What follows belongs to an exercise in optimizing a design on an open flow for small area, a short achievable clock period and few clock cycles per item; a production flow would make more cautious choices.
RTL that was checked went through simulation tests only; none was proved equivalent to the original.

// seq_mac_unit
module seq_mac_unit (
    input  logic        clk_i,
    input  logic        rst_i,
    input  logic        MUL_Start_STRB_i,
    input  logic [81:0] a_i,
    input  logic [81:0] b_i,
    input  logic [81:0] acc_i,
    output logic        MUL_Done_STRB_o,
    output logic [81:0] out_o,
    output logic        busy_o
);
Size in the first run: roughly 250 flip-flops, ~330 I/O pins.
Settings: LEC_CHECK=0, CAP_MARGIN=20, CORE_MARGIN=2, CORE_UTILIZATION=50, SETUP_SLACK_MARGIN=4.4, SLEW_MARGIN=20, SYNTH_HIERARCHICAL=1; clock period 8.0 ns.
standard.sh (not shown) runs the stock make flow with config.mk's settings and CLKGATE_MAP_FILE= SYNTH_SCRIPT=/design/flow/synth_recipe.tcl, a recipe that flattens the netlist after the stock synthesis.
==> flow/flow/run.sh <==
#!/bin/bash
# Own flow: the standard layout (standard.sh, unchanged synthesis and
# steps), with one change: the port buffers that ORFS inserts before global
# placement are plain sky130_fd_sc_hd__buf_1 cells instead of the default
# choice. Every input and output port still gets its own buffer.
# The full make output goes to standard.log; ORFS's per-step logs stay
# under orfs/logs/.
set -euo pipefail
bash standard.sh "BUFFER_PORTS_ARGS=-buffer_cell sky130_fd_sc_hd__buf_1" finish > standard.log 2>&1
Testbench counts at the start, summed over its fixed seeds: cycles 16,000, ops 3,200.
==> next run, changes <==
- GPL_ROUTABILITY_DRIVEN: not set -> 0
- SETUP_SLACK_MARGIN: 4.4 -> 4.2
After rerunning:
- design area falls by 3.3%
- wire length drops by 3.4%
- sequential share of layout area is higher by 0.59 points
==> next run, changes <==
- GPL_ROUTABILITY_DRIVEN: 0 -> not set
- SETUP_SLACK_MARGIN: 4.2 -> 4.0
Result:
- hold slack stays flat
- die area does not change
- via count goes down slightly
- sequential share of layout area went up by 0.51 points
- setup slack got worse by 0.19 ns

---

## run A
Another version of the RTL of seq_mac_unit (not shown whole).
For scale: about 2100 cells after synthesis, ~330 I/O pins.
clock: 8.0 ns
lec_check: 0
cap_margin: 20
core_margin: 2
core_utilization: 50
setup_slack_margin: 4.2
slew_margin: 20
synth_hierarchical: 1
Scripts as last shown in full above: flow/flow/run.sh
Having completed the whole flow, run A delivered a layout that passed the timing, design-rule and antenna checks.
> inputs changed (run A -> run B)
Settings: SETUP_SLACK_MARGIN changed from 4.2 to 4.35.
Findings:
Any difference in post-cts hold buffer count between run B and run A is small enough to ignore. Between run B and run A, the routed wire length per instance is higher for run B. Diff run A -> run B: hold slack dropped 0.0035 ns. In the final reports, the cell area of run B is larger than that of run A. Looking at endpoint arrival time on the critical path, run B sits 2.03 ns below run A.
--- input diff run B..run C ---
Settings: swapping 4.35 for 4.5 in SETUP_SLACK_MARGIN.
Findings:
The final reports for run C and run B show final area higher in the former. No stage failed in run C, and the final checks on the layout all came back clean. Run C vs. run B: buffering overhead rose 2.0 points, part of the cycle the worst path needs shrank by 1.5 points, worst path arrival time shows a reduction of 0.11 ns, layout buffer count excluding clock buffers picked up an extra 15%. Against run B, highest achievable clock rate in run C rose by a few percent.
No functional check of the RTL was part of any run of this note.

---

seq_mac_unit with an RTL version that a note above also has.
For scale: about 2300 cells after synthesis, roughly 250 flip-flops, ~330 I/O pins, about 24000 um^2 of cells after synthesis.
clock: 8.0 ns
lec_check: 0
cap_margin: 20
core_margin: 2
core_utilization: 50
cts_buf_list: sky130_fd_sc_hd__clkbuf_8
setup_slack_margin: 4.2
slew_margin: 20
synth_hierarchical: 1
Scripts as last shown in full above: flow/flow/run.sh
Testbench counts at the start, summed over its fixed seeds: cycles 16,000, ops 3,200.
==> next run, changes <==
--- a/flow/config.mk
+++ b/flow/config.mk
@@ -10,3 +10,3 @@
-export CORE_UTILIZATION = 50
-export CTS_BUF_LIST = sky130_fd_sc_hd__clkbuf_8
-export SETUP_SLACK_MARGIN = 4.2
+export CORE_UTILIZATION = 65
+export PLACE_DENSITY = 0.75
+export SETUP_SLACK_MARGIN = 4.3
Result: Via count climbs by 4.5%; worst setup slack improved by 0.063 ns; global-route usage climbs by 7.8 points; wire length drops by 1.3%; die area drops by 23%.

---

Setup of old:
Another version of the RTL of seq_mac_unit (not shown whole).
Settings: LEC_CHECK=0, CAP_MARGIN=20, CORE_MARGIN=2, CORE_UTILIZATION=50, SETUP_SLACK_MARGIN=4.2, SLEW_MARGIN=20, SYNTH_HIERARCHICAL=1; clock period 8.0 ns.
Scripts as last shown in full above: flow/flow/run.sh
diff inputs: old => new
- SETUP_SLACK_MARGIN now 4.5, was 4.2
Notes after the runs:
Between old and new, the cell count went up. new has delay contributed by the slowest stage of the critical path above what old had. Going from old to new, met2 track demand over resource in global routing now larger, number of antenna violations at the first check in global routing increased by 3 relative to the old numbers.
No functional check of the RTL was part of any run of this note.

---

seq_mac_unit, a different RTL version from the one above (not shown whole).
Size in the first run: ~2100 cells after synthesis, roughly 330 I/O pins, roughly 23000 um^2 of cells after synthesis.
clock: 8.0 ns
lec_check: 0
cap_margin: 20
core_margin: 2
core_utilization: 50
setup_slack_margin: 4.35
slew_margin: 20
synth_hierarchical: 1
Scripts as last shown in full above: flow/flow/run.sh
Testbench counts at the start, summed over its fixed seeds: cycles 16,000, ops 3,200.
Change:
- SETUP_SLACK_MARGIN: 4.35 -> 4.2
Effect:
- worst setup slack is worse by 0.072 ns
- first-iteration DRC count grows by a few percent
- final area drops by a few percent
- sequential share of layout area grows by 0.69 points
- via count came out lower slightly
Change:
- CTS_BUF_LIST: not set -> sky130_fd_sc_hd__clkbuf_8
- SETUP_SLACK_MARGIN: 4.2 -> 4.3
What happened:
- The new run finished with timing, DRC and antenna clean
- worst setup slack hardly moves
- worst hold slack barely changes
- non-clock buffer count went up by 41
- die area stays the same

---

seq_mac_unit, a different RTL version from the one above (not shown whole).
Size in the first run: ~2100 cells after synthesis, roughly 230 flip-flops.
clock: 8.0 ns
lec_check: 0
cap_margin: 20
core_margin: 2
core_utilization: 50
setup_slack_margin: 5
slew_margin: 20
synth_hierarchical: 1
run.sh (not shown) runs the stock make flow with config.mk's settings and CLKGATE_MAP_FILE= SYNTH_SCRIPT=/design/flow/synth_recipe.tcl, a recipe that flattens the netlist after the stock synthesis.
Stock flow here: none of the scripts above is used.
The baseline completed with no timing, DRC or antenna violations.
Change:
--- a/flow/config.mk
+++ b/flow/config.mk
@@ -9,5 +9,5 @@
 export CORE_MARGIN = 2
 export CORE_UTILIZATION = 50
-export SETUP_SLACK_MARGIN = 5
+export SETUP_SLACK_MARGIN = 4.6
 export SLEW_MARGIN = 20
 export SYNTH_HIERARCHICAL = 1
What happened:
- The changed run went through all stages and came out clean
- critical path depth falls by 1
- global-route usage falls by 7.6 points
- setup slack degrades by 0.019 ns
Change:
--- a/flow/config.mk
+++ b/flow/config.mk
@@ -9,5 +9,5 @@
 export CORE_MARGIN = 2
 export CORE_UTILIZATION = 50
-export SETUP_SLACK_MARGIN = 4.6
+export SETUP_SLACK_MARGIN = 4.2
 export SLEW_MARGIN = 20
 export SYNTH_HIERARCHICAL = 1
After rerunning: The new run passed the timing, design-rule and antenna checks. Routed wire length went down by 12%. Final cell count goes down by 4.1%. Global-route usage fell by 2.8 points.
No run of this note included a check of the RTL's function; only the layout flow was run.

---

Setup of the previous run:
Another version of the RTL of seq_mac_unit (not shown whole).
Size: about 330 I/O pins.
## seq_mac_unit
module seq_mac_unit (
    input  logic        clk_i,
    input  logic        rst_i,
    input  logic        MUL_Start_STRB_i,
    input  logic [81:0] a_i,
    input  logic [81:0] b_i,
    input  logic [81:0] acc_i,
    output logic        MUL_Done_STRB_o,
    output logic [81:0] out_o,
    output logic        busy_o
);
clock: 8.0 ns
lec_check: 0
cap_margin: 20
core_margin: 2
core_utilization: 50
setup_slack_margin: 3.8
slew_margin: 20
synth_hierarchical: 1
standard.sh (not shown) runs the stock make flow with config.mk's settings and CLKGATE_MAP_FILE= SYNTH_SCRIPT=/design/flow/synth_recipe.tcl, a recipe that flattens the netlist after the stock synthesis.
Scripts as last shown in full above: flow/flow/run.sh
What the current run does differently from the previous run at the input level:
- swapping 3.8 for 4.1 in SETUP_SLACK_MARGIN
[summary]
- Summary — detailed placement HPWL, the current run relative to the previous run: higher, by 1.4%.
- The previous run reports its startpoint of the most critical setup path as P_q[68] while the current run reports RC_q[9].
- Diff the previous run -> the current run: count of vias placed by the detailed router comparable, count of nets after finishing has remained practically unchanged.
- Any difference in share of the final layout cell area in multi-input gates between the current run and the previous run is small enough to ignore.
- Relative to the previous run, worst slew margin relative to its limit has increased by 14 points in the current run.
- [compare] base=the previous run new=the current run: post-place setup slack went up 0.025 ns; count of clock-net buffers in the final layout shows a reduction of 1; worst setup slack climbed 0.091 ns.
- Measured against the previous run, the first-iteration DRC count of the current run comes out at 0.861 times the reference value.
No run of this note included a check of the RTL's function; only the layout flow was run.

## afterwards: timing with drivers on the ports
The flow's constraints put no driver on any port. The routed layouts listed below were extracted and timed again, unchanged, in two steps.
Step 1, drivers: a clkbuf_16 drives clk_i and a buf_2 each remaining input, both assumed.
Step 2 times the ports against the registers' clock, not the clock port: input delays grow and output delays shrink by t, the midpoint of the rising clock arrivals with the driver on.
a / b / c = no drivers / after step 1 / after step 2; a / b = the first two.
run	t, ns	setup slack, ns	worst setup path after step 2	clock arrival spread, ns
the first run of note 1	0.605	4.377 / 4.377 / 4.377	register to register	0.032 / 0.032
the second run of note 1	0.602	4.293 / 4.293 / 4.293	register to register	0.026 / 0.026
the third run of note 1	0.602	4.100 / 4.100 / 4.100	register to register	0.028 / 0.028
run A	0.614	4.291 / 4.248 / 4.291	register to register	0.022 / 0.022
run B	0.614	4.426 / 4.369 / 4.445	register to register	0.021 / 0.022
run C	0.616	4.542 / 4.484 / 4.565	register to register	0.019 / 0.020
the first run of note 3	0.663	4.195 / 4.195 / 4.195	register to register	0.047 / 0.047
the second run of note 3	0.635	4.258 / 4.258 / 4.258	register to register	0.023 / 0.023
old	0.662	4.048 / 4.086 / 3.424	input to register	0.052 / 0.052
new	0.646	4.039 / 4.075 / 3.429	input to register	0.050 / 0.050
the first run of note 5	0.657	4.379 / 4.379 / 4.379	register to register	0.020 / 0.020
the second run of note 5	0.655	4.307 / 4.284 / 4.307	register to register	0.017 / 0.017
the third run of note 5	0.722	4.305 / 4.305 / 4.305	register to register	0.054 / 0.053
the first run of note 6	0.678	4.482 / 4.482 / 4.482	register to register	0.020 / 0.020
the second run of note 6	0.653	4.463 / 4.463 / 4.213	input to register	0.019 / 0.019
the third run of note 6	0.649	4.218 / 4.218 / 4.113	input to register	0.013 / 0.012
the previous run	0.642	2.577 / 2.517 / 3.159	register to output	0.022 / 0.022
the current run	0.641	2.668 / 2.609 / 3.250	register to output	0.026 / 0.026
After both steps every run listed still meets setup and hold. The setup slack of old, which loses most, moves by +0.038 ns with the drivers and by -0.624 ns with both steps.
